This is an optimization exercise on Yosys and OpenROAD, whose aim is small area, a short achievable clock period and few clock cycles per item, not a production implementation. The RTL was checked by simulation tests, not by an equivalence proof against the original design.

==> flow/config.mk <==
export PLATFORM = sky130hd
export DESIGN_NAME = led_cube_node_to_coordinate_unit
export DESIGN_NICKNAME = led_cube_node_to_coordinate_unit
export VERILOG_FILES = /design/flow/design.v
export SDC_FILE = /design/flow/constraint.sdc
export NUM_CORES = 4
export LEC_CHECK = 0
export ABC_AREA = 1
export CAP_MARGIN = 20
export CORE_MARGIN = 2
export CORE_UTILIZATION = 55
export CTS_CLUSTER_DIAMETER = 150
export CTS_CLUSTER_SIZE = 30
export SETUP_SLACK_MARGIN = 3.35
export SLEW_MARGIN = 20
==> flow/standard.sh <==
#!/bin/bash
# synth_recipe.tcl (not shown) runs the flow's synth.tcl, then flattens the netlist and writes it again
# the make line also repeats each setting of config.mk as NAME=value (left out here)
make -C /OpenROAD-flow-scripts/flow DESIGN_CONFIG=/design/flow/config.mk WORK_HOME=/design/flow/orfs CLKGATE_MAP_FILE= SYNTH_SCRIPT=/design/flow/synth_recipe.tcl "${@:-finish}"
==> flow/design.v <==
`timescale 1ns / 1ps
`default_nettype none
module led_cube_node_to_coordinate_unit (
  input  wire logic        clk_i,
  input  wire logic        rst_ni,
  input  wire logic        start_i,
  output logic             busy_o,
  input  wire logic [17:0] node_index_i,
  output logic             done_o,
  output logic [5:0]       voxel_x_o,
  output logic [5:0]       voxel_y_o,
  output logic [5:0]       voxel_z_o,
  output logic             index_out_of_range_o,
  input  wire logic        cfg_we_i,
  input  wire logic [2:0]  cfg_idx_i,
  input  wire logic [6:0]  cfg_data_i
);
  logic [5:0] wdim_q, hdim_q, ddim_q;
  logic [2:0] corner_q, style_q;
  logic [1:0] sstyle_q;
  logic       layer_q;
  logic [5:0] dim_wr;
  logic [2:0] style_wr;
  assign dim_wr   = (cfg_data_i == 7'd0) ? 6'd0 : (cfg_data_i > 7'd64) ? 6'd63 : 6'(cfg_data_i - 7'd1);
  assign style_wr = (cfg_data_i[2:1] == 2'b11) ? 3'd0 : cfg_data_i[2:0];
  always_ff @(posedge clk_i or negedge rst_ni) begin
    if (!rst_ni) begin
      wdim_q   <= 6'd0;
      hdim_q   <= 6'd0;
      ddim_q   <= 6'd0;
      corner_q <= 3'd0;
      style_q  <= 3'd0;
      sstyle_q <= 2'd0;
      layer_q  <= 1'b0;
    end else if (cfg_we_i) begin
      case (cfg_idx_i)
        3'd0: wdim_q   <= dim_wr;
        3'd1: hdim_q   <= dim_wr;
        3'd2: ddim_q   <= dim_wr;
        3'd3: corner_q <= cfg_data_i[2:0];
        3'd4: style_q  <= style_wr;
        3'd5: sstyle_q <= (cfg_data_i[1:0] == 2'd3) ? 2'd0 : cfg_data_i[1:0];
        3'd6: layer_q  <= cfg_data_i[0];
        default: ;
      endcase
    end
  end
  function automatic logic [5:0] orient(input logic [5:0] i);
    logic [5:0] e;
    case (i)
      {3'd0, 3'd0}: e = {3'd3, 1'b0, 1'b0, 1'b0};
      {3'd0, 3'd1}: e = {3'd2, 1'b0, 1'b0, 1'b0};
      {3'd0, 3'd2}: e = {3'd5, 1'b0, 1'b0, 1'b0};
      {3'd0, 3'd3}: e = {3'd0, 1'b0, 1'b0, 1'b0};
      {3'd0, 3'd4}: e = {3'd1, 1'b0, 1'b0, 1'b0};
      {3'd0, 3'd5}: e = {3'd4, 1'b0, 1'b0, 1'b0};
      {3'd1, 3'd0}: e = {3'd3, 1'b1, 1'b0, 1'b0};
      {3'd1, 3'd1}: e = {3'd2, 1'b0, 1'b1, 1'b0};
      {3'd1, 3'd2}: e = {3'd5, 1'b1, 1'b0, 1'b0};
      {3'd1, 3'd3}: e = {3'd0, 1'b0, 1'b0, 1'b1};
      {3'd1, 3'd4}: e = {3'd1, 1'b0, 1'b0, 1'b1};
      {3'd1, 3'd5}: e = {3'd4, 1'b0, 1'b1, 1'b0};
      {3'd2, 3'd0}: e = {3'd3, 1'b0, 1'b0, 1'b1};
      {3'd2, 3'd1}: e = {3'd2, 1'b0, 1'b0, 1'b1};
      {3'd2, 3'd2}: e = {3'd5, 1'b0, 1'b1, 1'b0};
      {3'd2, 3'd3}: e = {3'd0, 1'b0, 1'b1, 1'b0};
      {3'd2, 3'd4}: e = {3'd1, 1'b1, 1'b0, 1'b0};
      {3'd2, 3'd5}: e = {3'd4, 1'b1, 1'b0, 1'b0};
      {3'd3, 3'd0}: e = {3'd3, 1'b1, 1'b0, 1'b1};
      {3'd3, 3'd1}: e = {3'd2, 1'b0, 1'b1, 1'b1};
      {3'd3, 3'd2}: e = {3'd5, 1'b1, 1'b1, 1'b0};
      {3'd3, 3'd3}: e = {3'd0, 1'b0, 1'b1, 1'b1};
      {3'd3, 3'd4}: e = {3'd1, 1'b1, 1'b0, 1'b1};
      {3'd3, 3'd5}: e = {3'd4, 1'b1, 1'b1, 1'b0};
      {3'd4, 3'd0}: e = {3'd3, 1'b0, 1'b1, 1'b0};
      {3'd4, 3'd1}: e = {3'd2, 1'b1, 1'b0, 1'b0};
      {3'd4, 3'd2}: e = {3'd5, 1'b0, 1'b0, 1'b1};
      {3'd4, 3'd3}: e = {3'd0, 1'b1, 1'b0, 1'b0};
      {3'd4, 3'd4}: e = {3'd1, 1'b0, 1'b1, 1'b0};
      {3'd4, 3'd5}: e = {3'd4, 1'b0, 1'b0, 1'b1};
      {3'd5, 3'd0}: e = {3'd3, 1'b1, 1'b1, 1'b0};
      {3'd5, 3'd1}: e = {3'd2, 1'b1, 1'b1, 1'b0};
      {3'd5, 3'd2}: e = {3'd5, 1'b1, 1'b0, 1'b1};
      {3'd5, 3'd3}: e = {3'd0, 1'b1, 1'b0, 1'b1};
      {3'd5, 3'd4}: e = {3'd1, 1'b0, 1'b1, 1'b1};
      {3'd5, 3'd5}: e = {3'd4, 1'b0, 1'b1, 1'b1};
      {3'd6, 3'd0}: e = {3'd3, 1'b0, 1'b1, 1'b1};
      {3'd6, 3'd1}: e = {3'd2, 1'b1, 1'b0, 1'b1};
      {3'd6, 3'd2}: e = {3'd5, 1'b0, 1'b1, 1'b0};
      {3'd6, 3'd3}: e = {3'd0, 1'b1, 1'b1, 1'b0};
      {3'd6, 3'd4}: e = {3'd1, 1'b1, 1'b0, 1'b0};
      {3'd6, 3'd5}: e = {3'd4, 1'b1, 1'b1, 1'b0};
      {3'd7, 3'd0}: e = {3'd3, 1'b1, 1'b1, 1'b1};
      {3'd7, 3'd1}: e = {3'd2, 1'b1, 1'b1, 1'b1};
      {3'd7, 3'd2}: e = {3'd5, 1'b1, 1'b1, 1'b0};
      {3'd7, 3'd3}: e = {3'd0, 1'b1, 1'b1, 1'b1};
      {3'd7, 3'd4}: e = {3'd1, 1'b1, 1'b0, 1'b1};
      {3'd7, 3'd5}: e = {3'd4, 1'b1, 1'b0, 1'b0};
      default: e = 6'd0;
    endcase
    orient = e;
  endfunction
  logic [5:0] oe;
  logic [2:0] pm_q;
  logic [5:0] oe_c;
  assign oe_c = orient({corner_q, style_q});
  logic [5:0] w_m1_d, h_m1_d, d_m1_d;
  logic [8:0] sel_c;
  logic [5:0] w_m1_q, h_m1_q, d_m1_q;
  logic [2:0] refl_c;
  logic       zig_c, alt_c, rev_layer_c, revx_c;
  always_comb begin
    oe = {pm_q, oe_c[2:0]};
    case (oe[5:3])
      3'd0: begin w_m1_d = wdim_q; h_m1_d = hdim_q; d_m1_d = ddim_q; end
      3'd1: begin w_m1_d = wdim_q; h_m1_d = ddim_q; d_m1_d = hdim_q; end
      3'd2: begin w_m1_d = hdim_q; h_m1_d = wdim_q; d_m1_d = ddim_q; end
      3'd3: begin w_m1_d = hdim_q; h_m1_d = ddim_q; d_m1_d = wdim_q; end
      3'd4: begin w_m1_d = ddim_q; h_m1_d = wdim_q; d_m1_d = hdim_q; end
      3'd5: begin w_m1_d = ddim_q; h_m1_d = hdim_q; d_m1_d = wdim_q; end
      default: begin w_m1_d = wdim_q; h_m1_d = hdim_q; d_m1_d = ddim_q; end
    endcase
    case (oe[5:3])
      3'd0: sel_c = 9'b100010001;
      3'd1: sel_c = 9'b010100001;
      3'd2: sel_c = 9'b100001010;
      3'd3: sel_c = 9'b010001100;
      3'd4: sel_c = 9'b001100010;
      3'd5: sel_c = 9'b001010100;
      default: sel_c = 9'b100010001;
    endcase
    refl_c      = oe[2:0];
    zig_c       = (sstyle_q == 2'd0);
    alt_c       = (sstyle_q == 2'd2);
    rev_layer_c = !layer_q;
    revx_c      = !layer_q && !h_m1_q[0];
  end
  always_ff @(posedge clk_i) begin
    pm_q   <= oe_c[5:3];
    w_m1_q <= w_m1_d;
    h_m1_q <= h_m1_d;
    d_m1_q <= d_m1_d;
  end
  function automatic logic [6:0] dstep(input logic [5:0] r, input logic b, input logic [5:0] m);
    logic [6:0] t;
    logic [7:0] bw;
    logic       ge;
    logic [5:0] n;
    t = {r, b};
    bw[0] = 1'b1;
    for (int i = 0; i < 7; i++) bw[i+1] = (i < 6 && m[i]) ? (~t[i] | bw[i]) : (~t[i] & bw[i]);
    ge = ~bw[7];
    for (int i = 0; i < 6; i++) n[i] = t[i] ^ (ge & (m[i] ^ bw[i]));
    dstep = {ge, n};
  endfunction
  assign busy_o = 1'b0;
  logic        v_in;
  logic [17:0] idx_in;
  assign v_in   = start_i;
  assign idx_in = node_index_i;
  logic s0_ovf_1;
  logic [5:0] s0_r1_2;
  logic s1_g1_3;
  logic [5:0] s1_r1_4;
  logic s2_g1_5;
  logic [5:0] s2_r1_6;
  logic s3_g1_7;
  logic [5:0] s3_r1_8;
  logic s4_g1_9;
  logic [5:0] s4_r1_10;
  logic s5_g1_11;
  logic [5:0] s5_r1_12;
  logic s6_g1_13;
  logic [5:0] s6_r1_14;
  logic [5:0] s7_qh_15;
  logic s7_ovf_16;
  logic s7_g1_17;
  logic [5:0] s7_r1_18;
  logic s8_g2_19;
  logic [5:0] s8_r2_20;
  logic s8_g1_21;
  logic [5:0] s8_r1_22;
  logic s9_g2_23;
  logic [5:0] s9_r2_24;
  logic s9_g1_25;
  logic [5:0] s9_r1_26;
  logic s10_g2_27;
  logic [5:0] s10_r2_28;
  logic s10_g1_29;
  logic [5:0] s10_r1_30;
  logic s11_g2_31;
  logic [5:0] s11_r2_32;
  logic s11_g1_33;
  logic [5:0] s11_r1_34;
  logic s12_g2_35;
  logic [5:0] s12_r2_36;
  logic s12_g1_37;
  logic [5:0] s12_r1_38;
  logic s13_g2_39;
  logic [5:0] s13_r2_40;
  logic [5:0] s13_rc_41;
  logic s13_lo_42;
  logic [5:0] s13_u_43;
  logic [5:0] s13_uu_44;
  logic [5:0] s13_xa_45;
  logic [5:0] s13_xs_46;
  logic [5:0] s13_xr_47;
  logic [4:0] s13_zh_48;
  logic s13_oor_49;
  logic [5:0] s14_z_50;
  logic s14_revl_51;
  logic s14_fx_52;
  logic [5:0] s14_vx_53;
  logic [5:0] s14_vy_54;
  logic [5:0] s14_vz_55;
  logic [5:0] s15_ox_56;
  logic [5:0] s15_oy_57;
  logic [5:0] s15_oz_58;
  assign s0_ovf_1 = ({1'b0, idx_in[17:12]} > {1'b0, w_m1_q});
  assign s0_r1_2 = idx_in[17:12];
  assign {s1_g1_3, s1_r1_4} = dstep(s0_r1_2, idx_in[11], w_m1_q);
  assign {s2_g1_5, s2_r1_6} = dstep(p1_r1_q, p1_i10_q, w_m1_q);
  assign {s3_g1_7, s3_r1_8} = dstep(p2_r1_q, p2_i9_q, w_m1_q);
  assign {s4_g1_9, s4_r1_10} = dstep(p3_r1_q, p3_i8_q, w_m1_q);
  assign {s5_g1_11, s5_r1_12} = dstep(p4_r1_q, p4_i7_q, w_m1_q);
  assign {s6_g1_13, s6_r1_14} = dstep(p5_r1_q, p5_i6_q, w_m1_q);
  assign s7_qh_15 = {p6_q1_11_q, p6_q1_10_q, p6_q1_9_q, p6_q1_8_q, p6_q1_7_q, p6_q1_6_q};
  assign s7_ovf_16 = p6_oor_q | (s7_qh_15 > h_m1_q);
  assign {s7_g1_17, s7_r1_18} = dstep(p6_r1_q, p6_i5_q, w_m1_q);
  assign {s8_g2_19, s8_r2_20} = dstep(p7_r2_q, p7_q1_5_q, h_m1_q);
  assign {s8_g1_21, s8_r1_22} = dstep(p7_r1_q, p7_i4_q, w_m1_q);
  assign {s9_g2_23, s9_r2_24} = dstep(p8_r2_q, p8_q1_4_q, h_m1_q);
  assign {s9_g1_25, s9_r1_26} = dstep(p8_r1_q, p8_i3_q, w_m1_q);
  assign {s10_g2_27, s10_r2_28} = dstep(p9_r2_q, p9_q1_3_q, h_m1_q);
  assign {s10_g1_29, s10_r1_30} = dstep(p9_r1_q, p9_i2_q, w_m1_q);
  assign {s11_g2_31, s11_r2_32} = dstep(p10_r2_q, p10_q1_2_q, h_m1_q);
  assign {s11_g1_33, s11_r1_34} = dstep(p10_r1_q, p10_i1_q, w_m1_q);
  assign {s12_g2_35, s12_r2_36} = dstep(p11_r2_q, p11_q1_1_q, h_m1_q);
  assign {s12_g1_37, s12_r1_38} = dstep(p11_r1_q, p11_i0_q, w_m1_q);
  assign {s13_g2_39, s13_r2_40} = dstep(p12_r2_q, p12_q1_0_q, h_m1_q);
  assign s13_rc_41 = w_m1_q - p12_r1_q;
  assign s13_uu_44 = {1'b0, w_m1_q[5:1]} - {1'b0, p12_r1_q[4:0]};
  assign s13_lo_42 = ~s13_uu_44[5] & ~p12_r1_q[5];
  assign s13_u_43 = {s13_uu_44[4:0], w_m1_q[0]};
  assign s13_xa_45 = refl_c[0] ? (s13_lo_42 ? s13_u_43 : ~s13_u_43) : (s13_lo_42 ? {p12_r1_q[4:0], 1'b0} : {s13_rc_41[4:0], 1'b1});
  assign s13_xs_46 = alt_c ? s13_xa_45 : p12_r1_q;
  assign s13_xr_47 = alt_c ? s13_xa_45 : s13_rc_41;
  assign s13_zh_48 = {p12_z5_q, p12_z4_q, p12_z3_q, p12_z2_q, p12_z1_q};
  assign s13_oor_49 = p12_oor_q | (s13_zh_48 > d_m1_q[5:1]) | ((s13_zh_48 == d_m1_q[5:1]) & s13_g2_39 & ~d_m1_q[0]);
  assign s14_z_50 = {p13_z5_q, p13_z4_q, p13_z3_q, p13_z2_q, p13_z1_q, p13_z0_q};
  assign s14_revl_51 = rev_layer_c & s14_z_50[0];
  assign s14_fx_52 = zig_c & (p13_r2_q[0] ^ (revx_c & s14_z_50[0]));
  assign s14_vx_53 = (refl_c[0] ^ s14_fx_52) ? p13_xr_q : p13_xs_q;
  assign s14_vy_54 = (refl_c[1] ^ s14_revl_51) ? 6'(h_m1_q - p13_r2_q) : p13_r2_q;
  assign s14_vz_55 = refl_c[2] ? 6'(d_m1_q - s14_z_50) : s14_z_50;
  assign s15_ox_56 = {6{~p13_oor_q}} & (({6{sel_c[0]}} & s14_vx_53) | ({6{sel_c[1]}} & s14_vy_54) | ({6{sel_c[2]}} & s14_vz_55));
  assign s15_oy_57 = {6{~p13_oor_q}} & (({6{sel_c[3]}} & s14_vx_53) | ({6{sel_c[4]}} & s14_vy_54) | ({6{sel_c[5]}} & s14_vz_55));
  assign s15_oz_58 = {6{~p13_oor_q}} & (({6{sel_c[6]}} & s14_vx_53) | ({6{sel_c[7]}} & s14_vy_54) | ({6{sel_c[8]}} & s14_vz_55));
  logic p1_oor_q;
  logic [5:0] p1_r1_q;
  logic p1_i0_q;
  logic p1_i1_q;
  logic p1_i2_q;
  logic p1_i3_q;
  logic p1_i4_q;
  logic p1_i5_q;
  logic p1_i6_q;
  logic p1_i7_q;
  logic p1_i8_q;
  logic p1_i9_q;
  logic p1_i10_q;
  logic p1_q1_11_q;
  logic p2_oor_q;
  logic [5:0] p2_r1_q;
  logic p2_i0_q;
  logic p2_i1_q;
  logic p2_i2_q;
  logic p2_i3_q;
  logic p2_i4_q;
  logic p2_i5_q;
  logic p2_i6_q;
  logic p2_i7_q;
  logic p2_i8_q;
  logic p2_i9_q;
  logic p2_q1_11_q;
  logic p2_q1_10_q;
  logic p3_oor_q;
  logic [5:0] p3_r1_q;
  logic p3_i0_q;
  logic p3_i1_q;
  logic p3_i2_q;
  logic p3_i3_q;
  logic p3_i4_q;
  logic p3_i5_q;
  logic p3_i6_q;
  logic p3_i7_q;
  logic p3_i8_q;
  logic p3_q1_11_q;
  logic p3_q1_10_q;
  logic p3_q1_9_q;
  logic p4_oor_q;
  logic [5:0] p4_r1_q;
  logic p4_i0_q;
  logic p4_i1_q;
  logic p4_i2_q;
  logic p4_i3_q;
  logic p4_i4_q;
  logic p4_i5_q;
  logic p4_i6_q;
  logic p4_i7_q;
  logic p4_q1_11_q;
  logic p4_q1_10_q;
  logic p4_q1_9_q;
  logic p4_q1_8_q;
  logic p5_oor_q;
  logic [5:0] p5_r1_q;
  logic p5_i0_q;
  logic p5_i1_q;
  logic p5_i2_q;
  logic p5_i3_q;
  logic p5_i4_q;
  logic p5_i5_q;
  logic p5_i6_q;
  logic p5_q1_11_q;
  logic p5_q1_10_q;
  logic p5_q1_9_q;
  logic p5_q1_8_q;
  logic p5_q1_7_q;
  logic p6_oor_q;
  logic [5:0] p6_r1_q;
  logic p6_i0_q;
  logic p6_i1_q;
  logic p6_i2_q;
  logic p6_i3_q;
  logic p6_i4_q;
  logic p6_i5_q;
  logic p6_q1_11_q;
  logic p6_q1_10_q;
  logic p6_q1_9_q;
  logic p6_q1_8_q;
  logic p6_q1_7_q;
  logic p6_q1_6_q;
  logic p7_oor_q;
  logic [5:0] p7_r1_q;
  logic p7_i0_q;
  logic p7_i1_q;
  logic p7_i2_q;
  logic p7_i3_q;
  logic p7_i4_q;
  logic [5:0] p7_r2_q;
  logic p7_q1_5_q;
  logic p8_oor_q;
  logic [5:0] p8_r1_q;
  logic p8_i0_q;
  logic p8_i1_q;
  logic p8_i2_q;
  logic p8_i3_q;
  logic [5:0] p8_r2_q;
  logic p8_z5_q;
  logic p8_q1_4_q;
  logic p9_oor_q;
  logic [5:0] p9_r1_q;
  logic p9_i0_q;
  logic p9_i1_q;
  logic p9_i2_q;
  logic [5:0] p9_r2_q;
  logic p9_z5_q;
  logic p9_z4_q;
  logic p9_q1_3_q;
  logic p10_oor_q;
  logic [5:0] p10_r1_q;
  logic p10_i0_q;
  logic p10_i1_q;
  logic [5:0] p10_r2_q;
  logic p10_z5_q;
  logic p10_z4_q;
  logic p10_z3_q;
  logic p10_q1_2_q;
  logic p11_oor_q;
  logic [5:0] p11_r1_q;
  logic p11_i0_q;
  logic [5:0] p11_r2_q;
  logic p11_z5_q;
  logic p11_z4_q;
  logic p11_z3_q;
  logic p11_z2_q;
  logic p11_q1_1_q;
  logic p12_oor_q;
  logic [5:0] p12_r1_q;
  logic [5:0] p12_r2_q;
  logic p12_z5_q;
  logic p12_z4_q;
  logic p12_z3_q;
  logic p12_z2_q;
  logic p12_z1_q;
  logic p12_q1_0_q;
  logic p13_oor_q;
  logic [5:0] p13_r2_q;
  logic p13_z5_q;
  logic p13_z4_q;
  logic p13_z3_q;
  logic p13_z2_q;
  logic p13_z1_q;
  logic p13_z0_q;
  logic [5:0] p13_xs_q;
  logic [5:0] p13_xr_q;
  logic p14_oor_q;
  logic [5:0] p14_ox_q;
  logic [5:0] p14_oy_q;
  logic [5:0] p14_oz_q;
  logic p1_v_q;
  logic p2_v_q;
  logic p3_v_q;
  logic p4_v_q;
  logic p5_v_q;
  logic p6_v_q;
  logic p7_v_q;
  logic p8_v_q;
  logic p9_v_q;
  logic p10_v_q;
  logic p11_v_q;
  logic p12_v_q;
  logic p13_v_q;
  logic p14_v_q;
  always_ff @(posedge clk_i or negedge rst_ni) begin
    if (!rst_ni) begin
      p1_v_q <= 1'b0;
      p2_v_q <= 1'b0;
      p3_v_q <= 1'b0;
      p4_v_q <= 1'b0;
      p5_v_q <= 1'b0;
      p6_v_q <= 1'b0;
      p7_v_q <= 1'b0;
      p8_v_q <= 1'b0;
      p9_v_q <= 1'b0;
      p10_v_q <= 1'b0;
      p11_v_q <= 1'b0;
      p12_v_q <= 1'b0;
      p13_v_q <= 1'b0;
      p14_v_q <= 1'b0;
    end else begin
      p1_v_q <= v_in;
      p2_v_q <= p1_v_q;
      p3_v_q <= p2_v_q;
      p4_v_q <= p3_v_q;
      p5_v_q <= p4_v_q;
      p6_v_q <= p5_v_q;
      p7_v_q <= p6_v_q;
      p8_v_q <= p7_v_q;
      p9_v_q <= p8_v_q;
      p10_v_q <= p9_v_q;
      p11_v_q <= p10_v_q;
      p12_v_q <= p11_v_q;
      p13_v_q <= p12_v_q;
      p14_v_q <= p13_v_q;
    end
  end
  always_ff @(posedge clk_i) begin
    p1_oor_q <= s0_ovf_1;
    p1_r1_q <= s1_r1_4;
    p1_i0_q <= idx_in[0];
    p1_i1_q <= idx_in[1];
    p1_i2_q <= idx_in[2];
    p1_i3_q <= idx_in[3];
    p1_i4_q <= idx_in[4];
    p1_i5_q <= idx_in[5];
    p1_i6_q <= idx_in[6];
    p1_i7_q <= idx_in[7];
    p1_i8_q <= idx_in[8];
    p1_i9_q <= idx_in[9];
    p1_i10_q <= idx_in[10];
    p1_q1_11_q <= s1_g1_3;
    p2_oor_q <= p1_oor_q;
    p2_r1_q <= s2_r1_6;
    p2_i0_q <= p1_i0_q;
    p2_i1_q <= p1_i1_q;
    p2_i2_q <= p1_i2_q;
    p2_i3_q <= p1_i3_q;
    p2_i4_q <= p1_i4_q;
    p2_i5_q <= p1_i5_q;
    p2_i6_q <= p1_i6_q;
    p2_i7_q <= p1_i7_q;
    p2_i8_q <= p1_i8_q;
    p2_i9_q <= p1_i9_q;
    p2_q1_11_q <= p1_q1_11_q;
    p2_q1_10_q <= s2_g1_5;
    p3_oor_q <= p2_oor_q;
    p3_r1_q <= s3_r1_8;
    p3_i0_q <= p2_i0_q;
    p3_i1_q <= p2_i1_q;
    p3_i2_q <= p2_i2_q;
    p3_i3_q <= p2_i3_q;
    p3_i4_q <= p2_i4_q;
    p3_i5_q <= p2_i5_q;
    p3_i6_q <= p2_i6_q;
    p3_i7_q <= p2_i7_q;
    p3_i8_q <= p2_i8_q;
    p3_q1_11_q <= p2_q1_11_q;
    p3_q1_10_q <= p2_q1_10_q;
    p3_q1_9_q <= s3_g1_7;
    p4_oor_q <= p3_oor_q;
    p4_r1_q <= s4_r1_10;
    p4_i0_q <= p3_i0_q;
    p4_i1_q <= p3_i1_q;
    p4_i2_q <= p3_i2_q;
    p4_i3_q <= p3_i3_q;
    p4_i4_q <= p3_i4_q;
    p4_i5_q <= p3_i5_q;
    p4_i6_q <= p3_i6_q;
    p4_i7_q <= p3_i7_q;
    p4_q1_11_q <= p3_q1_11_q;
    p4_q1_10_q <= p3_q1_10_q;
    p4_q1_9_q <= p3_q1_9_q;
    p4_q1_8_q <= s4_g1_9;
    p5_oor_q <= p4_oor_q;
    p5_r1_q <= s5_r1_12;
    p5_i0_q <= p4_i0_q;
    p5_i1_q <= p4_i1_q;
    p5_i2_q <= p4_i2_q;
    p5_i3_q <= p4_i3_q;
    p5_i4_q <= p4_i4_q;
    p5_i5_q <= p4_i5_q;
    p5_i6_q <= p4_i6_q;
    p5_q1_11_q <= p4_q1_11_q;
    p5_q1_10_q <= p4_q1_10_q;
    p5_q1_9_q <= p4_q1_9_q;
    p5_q1_8_q <= p4_q1_8_q;
    p5_q1_7_q <= s5_g1_11;
    p6_oor_q <= p5_oor_q;
    p6_r1_q <= s6_r1_14;
    p6_i0_q <= p5_i0_q;
    p6_i1_q <= p5_i1_q;
    p6_i2_q <= p5_i2_q;
    p6_i3_q <= p5_i3_q;
    p6_i4_q <= p5_i4_q;
    p6_i5_q <= p5_i5_q;
    p6_q1_11_q <= p5_q1_11_q;
    p6_q1_10_q <= p5_q1_10_q;
    p6_q1_9_q <= p5_q1_9_q;
    p6_q1_8_q <= p5_q1_8_q;
    p6_q1_7_q <= p5_q1_7_q;
    p6_q1_6_q <= s6_g1_13;
    p7_oor_q <= s7_ovf_16;
    p7_r1_q <= s7_r1_18;
    p7_i0_q <= p6_i0_q;
    p7_i1_q <= p6_i1_q;
    p7_i2_q <= p6_i2_q;
    p7_i3_q <= p6_i3_q;
    p7_i4_q <= p6_i4_q;
    p7_r2_q <= s7_qh_15;
    p7_q1_5_q <= s7_g1_17;
    p8_oor_q <= p7_oor_q;
    p8_r1_q <= s8_r1_22;
    p8_i0_q <= p7_i0_q;
    p8_i1_q <= p7_i1_q;
    p8_i2_q <= p7_i2_q;
    p8_i3_q <= p7_i3_q;
    p8_r2_q <= s8_r2_20;
    p8_z5_q <= s8_g2_19;
    p8_q1_4_q <= s8_g1_21;
    p9_oor_q <= p8_oor_q;
    p9_r1_q <= s9_r1_26;
    p9_i0_q <= p8_i0_q;
    p9_i1_q <= p8_i1_q;
    p9_i2_q <= p8_i2_q;
    p9_r2_q <= s9_r2_24;
    p9_z5_q <= p8_z5_q;
    p9_z4_q <= s9_g2_23;
    p9_q1_3_q <= s9_g1_25;
    p10_oor_q <= p9_oor_q;
    p10_r1_q <= s10_r1_30;
    p10_i0_q <= p9_i0_q;
    p10_i1_q <= p9_i1_q;
    p10_r2_q <= s10_r2_28;
    p10_z5_q <= p9_z5_q;
    p10_z4_q <= p9_z4_q;
    p10_z3_q <= s10_g2_27;
    p10_q1_2_q <= s10_g1_29;
    p11_oor_q <= p10_oor_q;
    p11_r1_q <= s11_r1_34;
    p11_i0_q <= p10_i0_q;
    p11_r2_q <= s11_r2_32;
    p11_z5_q <= p10_z5_q;
    p11_z4_q <= p10_z4_q;
    p11_z3_q <= p10_z3_q;
    p11_z2_q <= s11_g2_31;
    p11_q1_1_q <= s11_g1_33;
    p12_oor_q <= p11_oor_q;
    p12_r1_q <= s12_r1_38;
    p12_r2_q <= s12_r2_36;
    p12_z5_q <= p11_z5_q;
    p12_z4_q <= p11_z4_q;
    p12_z3_q <= p11_z3_q;
    p12_z2_q <= p11_z2_q;
    p12_z1_q <= s12_g2_35;
    p12_q1_0_q <= s12_g1_37;
    p13_oor_q <= s13_oor_49;
    p13_r2_q <= s13_r2_40;
    p13_z5_q <= p12_z5_q;
    p13_z4_q <= p12_z4_q;
    p13_z3_q <= p12_z3_q;
    p13_z2_q <= p12_z2_q;
    p13_z1_q <= p12_z1_q;
    p13_z0_q <= s13_g2_39;
    p13_xs_q <= s13_xs_46;
    p13_xr_q <= s13_xr_47;
    p14_oor_q <= p13_oor_q;
    p14_ox_q <= s15_ox_56;
    p14_oy_q <= s15_oy_57;
    p14_oz_q <= s15_oz_58;
  end
  assign done_o               = p14_v_q;
  assign voxel_x_o            = p14_ox_q;
  assign voxel_y_o            = p14_oy_q;
  assign voxel_z_o            = p14_oz_q;
  assign index_out_of_range_o = p14_oor_q;
endmodule
`default_nettype wire
==> flow/constraint.sdc <==
create_clock -name core_clock -period 5.5 [get_ports {clk_i}]
set_input_delay 1.1000 -clock core_clock [delete_from_list [all_inputs] [get_ports {clk_i}]]
set_output_delay 1.1000 -clock core_clock [all_outputs]
set_load 0.01 [all_outputs]
==> flow/flow/run.sh <==
#!/bin/bash
# The standard layout, with the port buffers made of sky130_fd_sc_hd__buf_2 cells instead of
# the delay-buffer cells the resizer picks by default.
set -euo pipefail
bash standard.sh BUFFER_PORTS_ARGS="-buffer_cell sky130_fd_sc_hd__buf_2" finish > standard_make.log 2>&1
==> results of run 1 <==
worst min-delay path by stage:
| stage | startpoint | end | slack (ns) | depth (start not counted) |
|---|---|---|---|---|
| global placement | p2_i0_q$_DFF_P_ | p3_i0_q$_DFF_P_ | 0.31 | 0 |
| global route | p1_i1_q$_DFF_P_ | p2_i1_q$_DFF_P_ | 0.30 | 0 |
| floorplan | p9_i0_q$_DFF_P_ | p10_i0_q$_DFF_P_ | 0.31 | 0 |
| CTS | p3_i0_q$_DFF_P_ | p4_i0_q$_DFF_P_ | 0.30 | 0 |
| finish | p1_i1_q$_DFF_P_ | p2_i1_q$_DFF_P_ | 0.30 | 0 |
| detailed placement | p3_i0_q$_DFF_P_ | p4_i0_q$_DFF_P_ | 0.31 | 0 |
metrics by stage:
stage | cells
floorplan | 2121
global placement | 2502
detailed placement | 2502
CTS | 2528
global route | 2567
finish | 2567
timing repair:
item,in CTS,in global routing
endpoints found under the setup margin,158,142
pin swaps,1,23
hold endpoints to repair,0,0
hold buffers,0,0
resized for setup,37,118
setup buffers,7,28
gates cloned,0,11
cell families after synthesis:
logic type	count (synthesis)
simple gates	1183
buf+inv	379
flops	334
compound gates	153
fa+ha+maj	51
xor+xnor	19
other cells	1
mux	1
per-layer routing:
layer  part of all wire, %  routed length, um  vias up  global-route usage [%]
li1                      -                  -     6707                       -
met1                    48              16200     5762                   30.64
met2                    46              15670      252                   37.26
met3                   4.2               1429       46                   2.724
met4                   1.8                620        0                   5.115
met5                     0                  0        -                       0
area by class of cell:
| class | count | area, um2 |
|---|---|---|
| Fill cell | 2555 | 10440 |
| Multi-Input combinational cell | 1417 | 7611 |
| Sequential cell | 334 | 6930 |
| Inverter | 330 | 1314 |
| Timing Repair Buffer | 87 | 575.6 |
| Tap cell | 378 | 473.0 |
| Clock buffer | 18 | 386.6 |
| Clock inverter | 1 | 30.03 |
| Timing Repair inverter | 2 | 22.52 |
layout by cell type, fill, tap and decap left out, drive strengths merged:
| cell type | count |
|---|---|
| a32oi | 1 |
| o2111ai | 1 |
| o21a | 2 |
| o211ai | 4 |
| nand2 | 804 |
| o21bai | 4 |
| o221ai | 12 |
| clkbuf | 18 |
| nor3 | 5 |
| nand3b | 12 |
| clkinv | 4 |
| conb | 1 |
| o22ai | 7 |
| nor4 | 1 |
| clkinvlp | 5 |
| or2 | 3 |
| a31oi | 3 |
| dfxtp | 293 |
| xnor2 | 7 |
| o31ai | 1 |
| dfrtp | 41 |
| buf | 87 |
| inv | 324 |
| a21oi | 31 |
| nand3 | 279 |
| ha | 47 |
| fa | 4 |
| nor2 | 84 |
| nand4 | 4 |
| mux2 | 1 |
| xor2 | 12 |
| o21ai | 87 |
==> impl_metrics.csv, run 1 <==
group,metric,value,unit
status,status,"finished clean",
layout,final_util,62.43,%
sta,hold_viol_final,0,
clock_tree,numCtsBuffers,15,
sta,layout_setup_ws,3.395,ns
grt,antenna_found_initial,0,
yosys,yosys_register_bits,334,
yosys,synth_largest_area_cell,"dfxtp_1",
yosys,syn_area_per_cell,7.315,um2
clock_tree,clk_pin_slew,0.11,ns
yosys,syn_nets,2204,
grt,grt_pass1_wl,53810,um
yosys,synth.top_cell.area_share,37.81,%
routing,drtAntennaViolNets,0,
floorplan,initial_core_util,55.85,%
sta,tns,0,ns
sta,relSlewSlack,40.55,%
floorplan,io_pins,53,
yosys,synth-main-ff-cell,"dfxtp_1",
place,postPlaceCellArea,0.01590,mm2
sta,fmax,0.4749,GHz
routing,routed_wl,33910,um
layout,num_antenna_cells,0,
clock_tree,cts_tree,"yes",
grt,grt_max_degree,51,
critical_path,reg2reg_depth,10,
sta,drv_slew,0,
sta,period_minus_slack,2.106,ns
yosys,synthXorXnorAreaFrac,1.073,%
critical_path,slowest_delay,0.37,ns
clock_tree,clkSinkCount,334,
routing,vias,12767,
floorplan,die_y,172.0,um
clock_tree,cts-htree-levels,1,
sta,worst_slew_pin_slew,0.8918,ns
critical_path,crit_family,"flip-flops",
routing,firstDrtPassIters,5,
grt,grt_use_total,22.18,%
yosys,synth.most_common_cell,"nand2_1",
routing,drcViolationCount,0,
critical_path,cp-startpoint,"p14_v_q$_DFF_PN0_",
critical_path,path_buf_inv,1,
critical_path,crit_chain,"buf_2",
critical_path,path_class,"reg2out",
layout,drive_gt1_share,15.21,%
routing,drtIter0Drc,815,
clock_tree,clk_latency,0.49,ns
critical_path,crit_slowest_cell,"dfrtp_1",
routing,wl_per_cell,13.21,um
yosys,synth.distinct_cells,41,
layout,postLayoutCellArea,0.01734,mm2
critical_path,r2r_start,"corner_q[0]$_DFFE_PN0P_",
sta,whs,0.2983,ns
floorplan,coreArea,0.02778,mm2
yosys,ys_warn_count,19,
floorplan,die-area,0.02957,mm2
yosys,syn-cell-area,0.01551,mm2
critical_path,path_max_fanout,1,
sta,setup_viol,0,
yosys,syn_inst,2121,
critical_path,r2r_slack,3.41,ns
routing,viasPerCell,4.974,
sta,rsz0062_at_grt,"yes",
clock_tree,cts-root-buf,"clkbuf_16",
grt,grt_pass1_vias,11214,
critical_path,cp-start-kind,"flip-flop",
yosys,synthSimpleGateAreaFrac,34.07,%
layout,fin_nets,2270,
yosys,synthAdderAreaFrac,4.306,%
yosys,async_flop_share,12.28,%
yosys,synth_compound_area_share,5.581,%
min_path,holdCritPathClass,"reg2reg",
sta,min_period_over_period,38.28,%
critical_path,cp_num_cells,1,
floorplan,die_w,172.0,um
yosys,synth_top_family_by_area,"simple AND/OR/NAND/NOR gates",
floorplan,rows,61,
critical_path,worstPathArrival,1.01,ns
layout,areaGrowthSynthToFinish,11.78,%
job,maxCapViolCount,0,
place,preCtsSetupSlack,2.519,ns
sta,skew,0.02674,ns
critical_path,cp.required,4.40,ns
place,dp_hpwl,23810,um
yosys,synth_enable_flop_cells,0,
clock_tree,clockBufferDepth,3,
yosys,synthMuxAreaShare,0.07258,%
yosys,ys_seq_area_share,44.42,%
critical_path,crit_end,"done_o",
place,gp_congestion,0.9008,
critical_path,endpoint_kind,"output port",
yosys,synth.area.top_cells,"dfxtp_1, nand2_1, inv_1",
yosys,synthTopCellsByCount,"nand2_1, inv_1, dfxtp_1, nand3_1, nor2_1",
place,io_buffer_count,51,
critical_path,r2r-end,"p14_oy_q[1]$_DFF_P_",
grt,overflow,0,
Testbench counts, summed over its fixed seeds: cycles 32,448, items 32,000.
==> run 2: changes to the inputs <==
--- a/flow/config.mk
+++ b/flow/config.mk
@@ -9,7 +9,8 @@
 export CAP_MARGIN = 20
 export CORE_MARGIN = 2
-export CORE_UTILIZATION = 55
-export CTS_CLUSTER_DIAMETER = 150
-export CTS_CLUSTER_SIZE = 30
+export CORE_UTILIZATION = 60
+export CTS_CLUSTER_DIAMETER = 120
+export CTS_CLUSTER_SIZE = 24
+export PLACE_DENSITY = 0.7
 export SETUP_SLACK_MARGIN = 3.35
 export SLEW_MARGIN = 20
==> impl_metrics.csv, run 2 <==
group,metric,value,unit
routing,drtAntennaViolNets,0,
min_path,holdCritStartpoint,"p4_i4_q$_DFF_P_",
critical_path,reg2reg_depth,7,
grt,overflow,0,
clock_tree,numCtsBuffers,17,
clock_tree,clk_latency,0.51,ns
critical_path,crit_slowest_cell,"ha_1",
grt,grt_max_degree,51,
status,status,"finished clean",
critical_path,cp.required,5.91,ns
grt,antenna_found_initial,0,
critical_path,crit_chain,"buf_4, inv_1, ha_1, nand2_1, nor2_1, a21oi_1, a32oi_1",
layout,postLayoutCellArea,0.01724,mm2
min_path,holdCritPathClass,"reg2reg",
yosys,syn-cell-area,0.01551,mm2
floorplan,die_w,164.8,um
yosys,syn_area_per_cell,7.315,um2
yosys,synth.top_cell.area_share,37.81,%
floorplan,initial_core_util,61.43,%
sta,worst_slew_pin_slew,0.8827,ns
routing,firstDrtPassIters,5,
sta,fmax,0.4779,GHz
floorplan,rows,58,
routing,viasPerCell,5.101,
yosys,ys_seq_area_share,44.42,%
clock_tree,cts_tree,"yes",
critical_path,crit_family,"buffers and inverters",
sta,drv_slew,0,
layout,areaGrowthSynthToFinish,11.10,%
critical_path,r2r_slack,3.41,ns
place,preCtsSetupSlack,2.491,ns
layout,num_antenna_cells,0,
critical_path,slowest_delay,0.45,ns
yosys,synth_enable_flop_cells,0,
yosys,syn_inst,2121,
yosys,async_flop_share,12.28,%
layout,final_common_cell,"nand2_1",
critical_path,r2r-end,"p1_oor_q$_DFF_P_",
sta,min_period_over_period,38.04,%
yosys,yosys_register_bits,334,
critical_path,path_buf_inv,2,
yosys,synth.area.top_cells,"dfxtp_1, nand2_1, inv_1",
yosys,synthTopCellsByCount,"nand2_1, inv_1, dfxtp_1, nand3_1, nor2_1",
place,gp_congestion,0.8895,
critical_path,worstPathArrival,2.50,ns
place,io_buffer_count,51,
sta,skew,0.01916,ns
routing,wl_per_cell,13.39,um
clock_tree,clkSinkCount,334,
routing,routed_wl,33660,um
critical_path,endpoint_kind,"flip-flop",
routing,drcViolationCount,0,
sta,relSlewSlack,41.15,%
layout,final_cell_mix,"nand2_1, inv_1, dfxtp_1",
critical_path,path_class,"reg2reg",
clock_tree,clk_pin_slew,0.10,ns
min_path,worstHoldEndpoint,"p5_i4_q$_DFF_P_",
routing,vias,12823,
sta,rsz0062_at_grt,"yes",
critical_path,r2r_start,"w_m1_q[5]$_DFF_P_",
min_path,hold_depth,0,
yosys,synth-main-ff-cell,"dfxtp_1",
critical_path,path_max_fanout,15,
job,maxCapViolCount,0,
sta,setup_viol,0,
critical_path,cp-start-kind,"flip-flop",
floorplan,die-area,0.02716,mm2
yosys,synth.most_common_cell,"nand2_1",
grt,grt_use_total,23.89,%
layout,drive_gt1_share,14.79,%
sta,layout_setup_ws,3.408,ns
clock_tree,cts-htree-levels,1,
yosys,synth_largest_area_cell,"dfxtp_1",
yosys,ys_warn_count,19,
clock_tree,cts-root-buf,"clkbuf_16",
floorplan,die_y,164.8,um
sta,period_minus_slack,2.092,ns
clock_tree,clockBufferDepth,3,
grt,grt_pass1_wl,52900,um
layout,fin_nets,2265,
sta,hold_viol_final,0,
place,postPlaceCellArea,0.01585,mm2
clock_tree,cts_hold_buf,0,
routing,drtIter0Drc,716,
yosys,synth.distinct_cells,41,
sta,tns,0,ns
yosys,syn_nets,2204,
floorplan,io_pins,53,
grt,grt_pass1_vias,11403,
floorplan,coreArea,0.02525,mm2
place,dp_hpwl,23830,um
[run 2: cell counts after synthesis]
Identical to the previous run, type by type.
[run 2: cell type report]
type,instances,area [um2]
well taps,330,412.9
inverters,330,1311
clock buffers,21,450.4
fillers,2142,8016
repair inverters,2,22.52
flip-flops and latches,334,6927
multi-input cells,1417,7591
repair buffers,80,523.0
[run 2: worst max path at each step]
| stage | to | slack [ns] | start | cells past startpoint |
|---|---|---|---|---|
| 6_report | p1_oor_q$_DFF_P_ | 3.41 | w_m1_q[5]$_DFF_P_ | 7 |
| 5_1_grt | p13_r2_q[3]$_DFF_P_ | 3.30 | h_m1_q[0]$_DFF_P_ | 16 |
| 4_1_cts | p11_r2_q[0]$_DFF_P_ | 3.36 | h_m1_q[0]$_DFF_P_ | 15 |
| 3_5_place_dp | p13_xr_q[1]$_DFF_P_ | 2.49 | w_m1_q[3]$_DFF_P_ | 13 |
| 3_3_place_gp | p13_xr_q[1]$_DFF_P_ | 2.61 | w_m1_q[3]$_DFF_P_ | 13 |
| 2_1_floorplan | p1_r1_q[0]$_DFF_P_ | 3.26 | node_index_i[11] | 15 |
[run 2: stage by stage]
stage	utilization, %	cells	hold slack [ns]
finish	68.26	2514	0.3198
global route	68.26	2514	0.3273
CTS	65.29	2484	0.3251
detailed placement	62.76	2455	0.3121
global placement	62.76	2455	0.3101
floorplan	-	2121	0.3096
[run 2: cell families after synthesis]
logic type	share of synthesized area, %
AOI/OAI and AO/OA	5.581
buffers and inverters	10.45
DFF	44.42
xor gates and xnor gates	1.073
and+or+nand+nor	34.07
muxes	0.07258
adders and majority gates	4.306
other	0.02417
[run 2: timing repair]
action / in CTS / in global routing
setup endpoints to repair: 158 / 142
resized for setup: 42 / 113
cloned: 0 / 11
buffers inserted: 8 / 19
endpoints found under the hold margin: 0 / 0
pin swaps: 2 / 33
[run 2: metal layers]
layer	part of all wire (%)	wire, um	global-route usage (%)
met2	47	15800	41.00
met1	47	15960	32.19
met5	0	0	0
met3	3.8	1276	2.938
met4	1.8	620	5.731
==> run 3: changes to the inputs <==
--- a/flow/config.mk
+++ b/flow/config.mk
@@ -9,8 +9,8 @@
 export CAP_MARGIN = 20
 export CORE_MARGIN = 2
-export CORE_UTILIZATION = 60
+export CORE_UTILIZATION = 40
 export CTS_CLUSTER_DIAMETER = 120
 export CTS_CLUSTER_SIZE = 24
-export PLACE_DENSITY = 0.7
 export SETUP_SLACK_MARGIN = 3.35
 export SLEW_MARGIN = 20
+export TNS_END_PERCENT = 5
==> impl_metrics.csv, run 3 <==
group,metric,value,unit
grt,grt_pass1_wl,56440,um
floorplan,die_w,200.9,um
clock_tree,cts_tree,"yes",
sta,min_period_over_period,38.68,%
critical_path,crit_family,"flip-flops",
routing,dr_wl_met2,15650,um
yosys,synth.area.top_cells,"dfxtp_1, nand2_1, inv_1",
clock_tree,clk_pin_slew,0.11,ns
floorplan,coreArea,0.03847,mm2
sta,tns,0,ns
yosys,async_flop_share,12.28,%
critical_path,path_max_fanout,1,
sta,hold_viol_final,0,
critical_path,cp_num_cells,1,
yosys,syn_nets,2204,
critical_path,path_class,"reg2out",
routing,viasPerCell,4.694,
critical_path,endpoint_kind,"output port",
sta,relSlewSlack,39.76,%
yosys,yosys_register_bits,334,
critical_path,cp.required,4.40,ns
layout,areaGrowthSynthToFinish,10.46,%
sta,setup_viol,0,
sta,period_minus_slack,2.127,ns
routing,drcViolationCount,0,
critical_path,crit_chain,"buf_2",
job,maxCapViolCount,0,
critical_path,worstPathArrival,1.03,ns
sta,fmax,0.4701,GHz
place,dp_hpwl,24820,um
layout,final_common_cell,"nand2_1",
routing,vias,12635,
routing,routed_wl,33800,um
place,place_inst,2643,
yosys,synth-main-ff-cell,"dfxtp_1",
layout,num_antenna_cells,0,
floorplan,die_y,200.9,um
layout,regArea,0.006923,mm2
yosys,syn-cell-area,0.01551,mm2
clock_tree,clkSinkCount,334,
yosys,syn_inst,2121,
place,io_buffer_count,51,
yosys,synthTopCellsByCount,"nand2_1, inv_1, dfxtp_1, nand3_1, nor2_1",
routing,wl_per_cell,12.55,um
clock_tree,cts-root-buf,"clkbuf_16",
floorplan,die-area,0.04038,mm2
layout,stdcell_count,2692,
critical_path,cp-startpoint,"p14_v_q$_DFF_PN0_",
layout,fin_nets,2254,
yosys,synth.top_cell.area_share,37.81,%
critical_path,crit_end,"done_o",
layout,final_cell_mix,"nand2_1, inv_1, dfxtp_1",
place,gp_congestion,0.8365,
clock_tree,cts-htree-levels,1,
floorplan,initial_core_util,40.33,%
routing,wl_met3,1019,um
sta,rsz0062_at_grt,"yes",
critical_path,reg2reg_depth,12,
yosys,syn_area_per_cell,7.315,um2
floorplan,rows,72,
layout,drive_gt1_share,12.79,%
critical_path,cp-start-kind,"flip-flop",
routing,firstDrtPassIters,5,
yosys,synth_enable_flop_cells,0,
routing,wl_met1,16390,um
clock_tree,clockBufferDepth,3,
grt,grt_pass1_vias,11749,
grt,grt_max_degree,51,
yosys,synth.distinct_cells,41,
floorplan,io_pins,53,
critical_path,r2r_start,"p12_r1_q[1]$_DFF_P_",
min_path,holdCritPathClass,"reg2reg",
status,status,"finished clean",
clock_tree,cts_hold_buf,0,
grt,antenna_found_initial,0,
layout,multi_input_area,0.007336,mm2
yosys,ys_warn_count,19,
grt,grt_use_total,16.80,%
yosys,ys_seq_area_share,44.42,%
critical_path,path_buf_inv,1,
routing,drtAntennaViolNets,0,
sta,drv_slew,0,
critical_path,slowest_delay,0.36,ns
clock_tree,clk_latency,0.54,ns
critical_path,crit_slowest_cell,"dfrtp_1",
clock_tree,numCtsBuffers,17,
sta,skew,0.02289,ns
critical_path,r2r_slack,3.40,ns
yosys,synth.most_common_cell,"nand2_1",
yosys,synth_largest_area_cell,"dfxtp_1",
routing,routed.top_layer,"met4",
sta,worst_slew_pin_slew,0.9036,ns
grt,overflow,0,
critical_path,r2r-end,"p13_xs_q[1]$_DFF_P_",
layout,fillers,3863,
routing,drtIter0Drc,607,
==> run 3: cell types whose count changed in the layout (fill, tap and decap cells not counted), moves of 8 or more <==
cell | previous run | this run
o21ai_1 | 15 | 7
nand3_2 | 66 | 53
nand2_1 | 722 | 743
nand2_2 | 72 | 56
o21ai_0 | 65 | 73
nand3_1 | 192 | 203
==> run 3: cell families (layout without fill, tap and decap cells) <==
family | Yosys count | in the layout | synth area share [%]
xor+xnor | 19 | 19 | 1.073
buf+inv | 379 | 429 | 10.45
flops | 334 | 334 | 44.42
simple gates | 1183 | 1186 | 34.07
mux | 1 | 1 | 0.07258
compound gates | 153 | 153 | 5.581
fa+ha+maj | 51 | 51 | 4.306
other cells | 1 | 1 | 0.02417
==> run 3: timing repair <==
action / 4_1_cts / 5_1_grt
pin swaps: 1 / 15
gates resized for setup: 40 / 68
hold endpoints to repair: 0 / 0
setup endpoints to repair: 160 / 146
cloned: 0 / 3
setup buffers: 12 / 12
==> run 3: how the worst min path moves through the flow <==
stage	start	to	slack [ns]	cells past startpoint
after floorplan	p9_i0_q$_DFF_P_	p10_i0_q$_DFF_P_	0.31	0
after global placement	p5_oor_q$_DFF_P_	p6_oor_q$_DFF_P_	0.31	0
after detailed placement	p11_oor_q$_DFF_P_	p12_oor_q$_DFF_P_	0.31	0
after CTS	p3_i3_q$_DFF_P_	p4_i3_q$_DFF_P_	0.32	0
after global routing	p3_i3_q$_DFF_P_	p4_i3_q$_DFF_P_	0.32	0
final	p3_i3_q$_DFF_P_	p4_i3_q$_DFF_P_	0.31	0
==> run 3: layout make-up <==
| class | count | area share (%) |
|---|---|---|
| well taps | 518 | 3.782 |
| flip-flops and latches | 334 | 40.40 |
| clock inverters | 1 | 0.05111 |
| inverters | 330 | 7.564 |
| multi-input cells | 1411 | 42.80 |
| clock buffers | 21 | 2.628 |
| repair buffers | 77 | 2.774 |
==> run 3: layer usage <==
| layer | vias to the layer above | track usage (%) |
|---|---|---|
| met2 | 173 | 28.71 |
| met5 | - | 0 |
| met4 | 0 | 4.127 |
| met1 | 5738 | 22.58 |
| met3 | 46 | 2.013 |
| li1 | 6678 | - |
==> run 3: through the flow <==
| stage | instance area (um2) | worst slack [ns] | util, % | hold slack, ns |
|---|---|---|---|---|
| 2_1_floorplan | 15510 | 3.234 | - | 0.3096 |
| 3_3_place_gp | 16050 | 2.560 | 41.73 | 0.3102 |
| 3_5_place_dp | 16050 | 2.471 | 41.73 | 0.3121 |
| 4_1_cts | 16720 | 3.308 | 43.48 | 0.3190 |
| 5_1_grt | 17140 | 3.233 | 44.55 | 0.3222 |
| 6_report | 17140 | 3.373 | 44.55 | 0.3133 |
==> run 4: changes to the inputs <==
--- a/flow/config.mk
+++ b/flow/config.mk
@@ -14,3 +14,2 @@
 export SETUP_SLACK_MARGIN = 3.35
 export SLEW_MARGIN = 20
-export TNS_END_PERCENT = 5
==> impl_metrics.csv, run 4 <==
group,metric,value,unit
routing,wl_per_cell,13.02,um
yosys,ys_seq_area_share,44.42,%
place,gp_congestion,0.8338,
yosys,synth_enable_flop_cells,0,
sta,fmax,0.4736,GHz
routing,drtAntennaViolNets,0,
floorplan,rows,72,
floorplan,die_w,200.9,um
grt,grt_pass1_wl,57330,um
layout,drive_gt1_share,16.49,%
critical_path,cp_num_cells,1,
critical_path,slowest_delay,0.36,ns
grt,overflow,0,
critical_path,cp-start-kind,"flip-flop",
yosys,syn-cell-area,0.01551,mm2
clock_tree,cts_tree,"yes",
floorplan,die-area,0.04038,mm2
yosys,syn_inst,2121,
yosys,yosys_register_bits,334,
critical_path,crit_slowest_cell,"dfrtp_1",
grt,grt_max_degree,51,
grt,grt_use_total,16.99,%
clock_tree,numCtsBuffers,17,
sta,worst_slew_pin_slew,0.8885,ns
clock_tree,clk_latency,0.53,ns
status,status,"finished clean",
layout,areaGrowthSynthToFinish,14.06,%
critical_path,path_max_fanout,1,
clock_tree,clockBufferDepth,3,
critical_path,path_buf_inv,1,
yosys,synth_largest_area_cell,"dfxtp_1",
job,maxCapViolCount,0,
place,io_buffer_count,51,
sta,rsz0062_at_grt,"yes",
routing,routed_wl,35390,um
yosys,synth.area.top_cells,"dfxtp_1, nand2_1, inv_1",
critical_path,r2r_start,"style_q[2]$_DFFE_PN0P_",
sta,period_minus_slack,2.111,ns
critical_path,path_class,"reg2out",
critical_path,worstPathArrival,1.01,ns
layout,num_antenna_cells,0,
clock_tree,cts-root-buf,"clkbuf_16",
routing,vias,12845,
routing,drcViolationCount,0,
routing,viasPerCell,4.724,
sta,relSlewSlack,40.77,%
layout,fin_nets,2281,
sta,setup_viol,0,
layout,final_common_cell,"nand2_1",
layout,postLayoutCellArea,0.01770,mm2
floorplan,initial_core_util,40.33,%
critical_path,crit_end,"done_o",
floorplan,coreArea,0.03847,mm2
sta,tns,0,ns
yosys,async_flop_share,12.28,%
yosys,syn_area_per_cell,7.315,um2
critical_path,r2r-end,"p14_ox_q[2]$_DFF_P_",
yosys,synthTopCellsByCount,"nand2_1, inv_1, dfxtp_1, nand3_1, nor2_1",
routing,drtIter0Drc,757,
clock_tree,cts-htree-levels,1,
critical_path,r2r_slack,3.43,ns
critical_path,endpoint_kind,"output port",
layout,final_cell_mix,"nand2_1, inv_1, dfxtp_1",
yosys,syn_nets,2204,
sta,hold_viol_final,0,
critical_path,crit_chain,"buf_2",
min_path,holdCritPathClass,"reg2reg",
clock_tree,clkSinkCount,334,
critical_path,crit_family,"flip-flops",
yosys,synth.most_common_cell,"nand2_1",
place,dp_hpwl,24990,um
grt,antenna_found_initial,0,
layout,fillers,3871,
yosys,ys_warn_count,19,
floorplan,die_y,200.9,um
critical_path,cp-startpoint,"p14_v_q$_DFF_PN0_",
critical_path,cp.required,4.40,ns
critical_path,reg2reg_depth,12,
yosys,synth-main-ff-cell,"dfxtp_1",
grt,grt_pass1_vias,11966,
sta,skew,0.02334,ns
yosys,synth.distinct_cells,41,
sta,drv_slew,0,
routing,firstDrtPassIters,6,
place,postPlaceCellArea,0.01609,mm2
clock_tree,cts_hold_buf,0,
clock_tree,clk_pin_slew,0.10,ns
floorplan,io_pins,53,
sta,whs,0.3238,ns
sta,min_period_over_period,38.39,%
yosys,synth.top_cell.area_share,37.81,%
run 4: cell families (layout without fill, tap and decap cells):
family                     after synthesis  after routing  share of synthesized area, %
other                                    1              1                       0.02417
buffers and inverters                  379            450                         10.45
DFF                                    334            334                         44.42
AOI/OAI and AO/OA                      153            153                         5.581
and+or+nand+nor                       1183           1192                         34.07
xor gates and xnor gates                19             19                         1.073
adders and majority gates               51             51                         4.306
muxes                                    1              1                       0.07258
run 4: area by class of cell:
| type | instances | area, um2 | share of cell area, % |
|---|---|---|---|
| multi-input cells | 1417 | 7661 | 43.29 |
| flip-flops and latches | 334 | 6932 | 39.17 |
| inverters | 330 | 1305 | 7.375 |
| repair buffers | 98 | 690.7 | 3.903 |
| well taps | 518 | 648.1 | 3.663 |
| clock buffers | 21 | 450.4 | 2.545 |
| clock inverters | 1 | 8.758 | 0.04949 |
run 4: how the worst min path moves through the flow:
| stage | depth (start not counted) | startpoint | endpoint |
|---|---|---|---|
| 6_report | 0 | p2_oor_q$_DFF_P_ | p3_oor_q$_DFF_P_ |
| 5_1_grt | 0 | p2_oor_q$_DFF_P_ | p3_oor_q$_DFF_P_ |
| 4_1_cts | 0 | p5_i5_q$_DFF_P_ | p6_i5_q$_DFF_P_ |
| 3_5_place_dp | 0 | p4_oor_q$_DFF_P_ | p5_oor_q$_DFF_P_ |
| 3_3_place_gp | 0 | p9_i1_q$_DFF_P_ | p10_i1_q$_DFF_P_ |
| 2_1_floorplan | 0 | p9_i0_q$_DFF_P_ | p10_i0_q$_DFF_P_ |
run 4: repair_timing:
| item | in CTS | in global routing |
|---|---|---|
| pin swaps | 5 | 32 |
| buffers inserted | 17 | 27 |
| resized for setup | 49 | 136 |
| gates cloned | 1 | 8 |
| setup endpoints to repair | 159 | 145 |
run 4: per-layer routing:
layer / vias to the layer above / wire (um) / GRT usage [%]
met5: - / 0 / 0
met4: 0 / 628 / 3.571
met3: 35 / 1239 / 1.899
met2: 204 / 16550 / 29.33
met1: 5856 / 16970 / 22.92
li1: 6750 / - / -
run 4: stage by stage:
step	worst slack [ns]	utilization (%)	std cells
4_1_cts	3.323	43.84	2684
2_1_floorplan	3.264	-	2121
3_3_place_gp	2.569	41.83	2644
6_report	3.389	46.00	2719
5_1_grt	3.245	46.00	2719
3_5_place_dp	2.422	41.83	2644
==> run 5: changes to the inputs <==
--- a/flow/config.mk
+++ b/flow/config.mk
@@ -12,4 +12,5 @@
 export CTS_CLUSTER_DIAMETER = 120
 export CTS_CLUSTER_SIZE = 24
-export SETUP_SLACK_MARGIN = 3.35
+export SETUP_SLACK_MARGIN = 3.4
 export SLEW_MARGIN = 20
+export TNS_END_PERCENT = 5
==> impl_metrics.csv, run 5 <==
group,metric,value,unit
sta,relSlewSlack,39.77,%
sta,tns,0,ns
routing,routed_wl,34630,um
yosys,synth_enable_flop_cells,0,
yosys,syn_area_per_cell,7.315,um2
place,io_buffer_count,51,
sta,worst_slew_pin_slew,0.9034,ns
floorplan,coreArea,0.03847,mm2
floorplan,initial_core_util,40.33,%
sta,rsz0062_at_grt,"yes",
layout,stdcell_count,2709,
yosys,syn-cell-area,0.01551,mm2
critical_path,path_class,"reg2out",
layout,fillers,3846,
floorplan,die_w,200.9,um
layout,final_util,45.40,%
status,status,"finished clean",
job,maxCapViolCount,0,
floorplan,die-area,0.04038,mm2
routing,drtAntennaViolNets,0,
yosys,ys_warn_count,19,
clock_tree,clockBufferDepth,3,
yosys,ys_seq_area_share,44.42,%
routing,drtIter0Drc,600,
yosys,async_flop_share,12.28,%
place,place_inst,2643,
sta,period_minus_slack,2.128,ns
clock_tree,numCtsBuffers,17,
grt,antenna_found_initial,0,
sta,setup_viol,0,
yosys,yosys_register_bits,334,
grt,grt_use_total,16.92,%
floorplan,die_y,200.9,um
layout,areaGrowthSynthToFinish,12.56,%
sta,min_period_over_period,38.69,%
grt,overflow,0,
yosys,syn_nets,2204,
sta,whs,0.3135,ns
sta,fmax,0.4700,GHz
critical_path,crit_slowest_cell,"dfrtp_1",
place,dp_hpwl,24820,um
clock_tree,clk_pin_slew,0.10,ns
routing,wl_per_cell,12.78,um
clock_tree,cts-htree-levels,1,
clock_tree,clk_latency,0.54,ns
critical_path,crit_chain,"buf_2",
layout,drive_gt1_share,14.83,%
routing,vias,12831,
layout,postLayoutCellArea,0.01746,mm2
sta,skew,0.02164,ns
critical_path,slowest_delay,0.36,ns
place,postPlaceCellArea,0.01605,mm2
critical_path,path_max_fanout,1,
layout,num_antenna_cells,0,
yosys,synth.top_cell.area_share,37.81,%
routing,viasPerCell,4.736,
layout,multi_input_area,0.007503,mm2
critical_path,crit_family,"flip-flops",
layout,final_cell_mix,"nand2_1, inv_1, dfxtp_1",
place,gp_congestion,0.8365,
yosys,synth.area.top_cells,"dfxtp_1, nand2_1, inv_1",
sta,hold_viol_final,0,
layout,final_common_cell,"nand2_1",
yosys,synth-main-ff-cell,"dfxtp_1",
yosys,synthTopCellsByCount,"nand2_1, inv_1, dfxtp_1, nand3_1, nor2_1",
critical_path,worstPathArrival,1.03,ns
yosys,synth_largest_area_cell,"dfxtp_1",
routing,firstDrtPassIters,5,
sta,drv_slew,0,
critical_path,cp-start-kind,"flip-flop",
grt,grt_pass1_wl,56800,um
grt,grt_pass1_vias,11824,
grt,grt_max_degree,51,
critical_path,path_buf_inv,1,
routing,drcViolationCount,0,
clock_tree,cts_tree,"yes",
critical_path,cp.required,4.40,ns
critical_path,endpoint_kind,"output port",
layout,regArea,0.006927,mm2
min_path,holdCritPathClass,"reg2reg",
yosys,synth.distinct_cells,41,
clock_tree,cts-root-buf,"clkbuf_16",
clock_tree,clkSinkCount,334,
yosys,syn_inst,2121,
yosys,synth.most_common_cell,"nand2_1",
floorplan,rows,72,
floorplan,io_pins,53,
layout,fin_nets,2271,
==> run 5: cell types whose count changed in the layout (fill, tap and decap cells not counted), sizes merged <==
cell      before  now
buf           98   92
clkinv         0    2
clkinvlp       4    5
inv          327  325
nand3        279  274
==> run 5: worst reg2reg max path: stages (launching register included) <==
cell,delay (ns)
dfxtp_1,0.39
inv_2,0.10
ha_1,0.30
a31oi_2,0.22
inv_1,0.08
a21oi_2,0.19
o21bai_4,0.13
nand2_4,0.12
inv_1,0.09
nor2_1,0.09
o21ai_0,0.07
nand2_1,0.07
o21ai_0,0.11
==> run 5: layout make-up <==
type,instances,area share [%]
Multi-Input combinational cell,1412,42.97
Sequential cell,334,39.66
Inverter,330,7.494
Tap cell,518,3.711
Timing Repair Buffer,92,3.482
Clock buffer,21,2.579
Clock inverter,1,0.05015
Timing Repair inverter,1,0.05015
==> run 5: repair_timing <==
item	CTS	global route
gates cloned	1	4
gates resized for setup	42	115
hold buffers	0	0
pin swaps	2	29
endpoints found under the setup margin	161	164
buffers inserted	18	21
==> run 5: through the flow <==
stage          setup slack [ns]
4_1_cts                   3.308
2_1_floorplan             3.234
5_1_grt                   3.254
6_report                  3.372
3_5_place_dp              2.471
3_3_place_gp              2.560
==> run 5: worst paths after layout <==
kind	start	depth (start not counted)	slack, ns	end
max	p14_v_q$_DFF_PN0_	1	3.37	done_o
max in group asynchronous	rst_ni	1	4.19	style_q[0]$_DFFE_PN0P_
min reg2reg	p3_i3_q$_DFF_P_	0	0.31	p4_i3_q$_DFF_P_
min	p3_i3_q$_DFF_P_	0	0.31	p4_i3_q$_DFF_P_
min in group asynchronous	rst_ni	1	0.68	p4_v_q$_DFF_PN0_
max reg2reg	p12_r1_q[1]$_DFF_P_	12	3.42	p13_xs_q[1]$_DFF_P_
==> run 5: layer usage <==
metal  vias to the layer above  track usage, %  part of all wire (%)
li1                       6713               -                     -
met1                      5854           22.69                    48
met2                       222           28.94                    47
met3                        42           2.029                   3.3
met4                         0           4.286                   2.0
met5                         -               0                     0
==> run 5: logic make-up (layout without fill, tap and decap cells) <==
logic type,Yosys count,count (layout),synth area share (%)
and+or+nand+nor,1183,1187,34.07
buffers and inverters,379,445,10.45
DFF,334,334,44.42
AOI/OAI and AO/OA,153,153,5.581
adders and majority gates,51,51,4.306
xor gates and xnor gates,19,19,1.073
other,1,1,0.02417
muxes,1,1,0.07258

==> re-timing with driven ports <==
No port has a modelled driver above. Below, the same layouts with a new extraction and two added sets of constraints.
Step 1 (the two cells are an assumption about what drives the block):
set clk [get_ports {clk_i}]
set_driving_cell -lib_cell sky130_fd_sc_hd__clkbuf_16 $clk
set_driving_cell -lib_cell sky130_fd_sc_hd__buf_2 [delete_from_list [all_inputs] $clk]
Step 2 adds t to the input delays and takes it off the output delays; t is the mean of the earliest and latest rising clock arrival at the registers after step 1. Input paths then give back, and output paths get back, about the clock's delay inside the block.
a / b / c = ideal / step 1 / step 2; a / b = the first two.
run	shift t [ns]	setup WS [ns]	worst setup path after step 2	cell pins on the clock port's net
run 1	0.536	3.395 / 3.345 / 2.995	input to register	1
run 2	0.549	3.408 / 3.356 / 2.929	input to register	1
run 3	0.579	3.373 / 3.320 / 2.892	input to register	1
run 4	0.566	3.389 / 3.336 / 2.919	input to register	1
run 5	0.579	3.372 / 3.319 / 2.921	input to register	1
After both steps setup and hold are still met in every run listed. The setup slack of run 3, which loses most, moves by -0.053 ns with the drivers and by -0.481 ns with both steps.
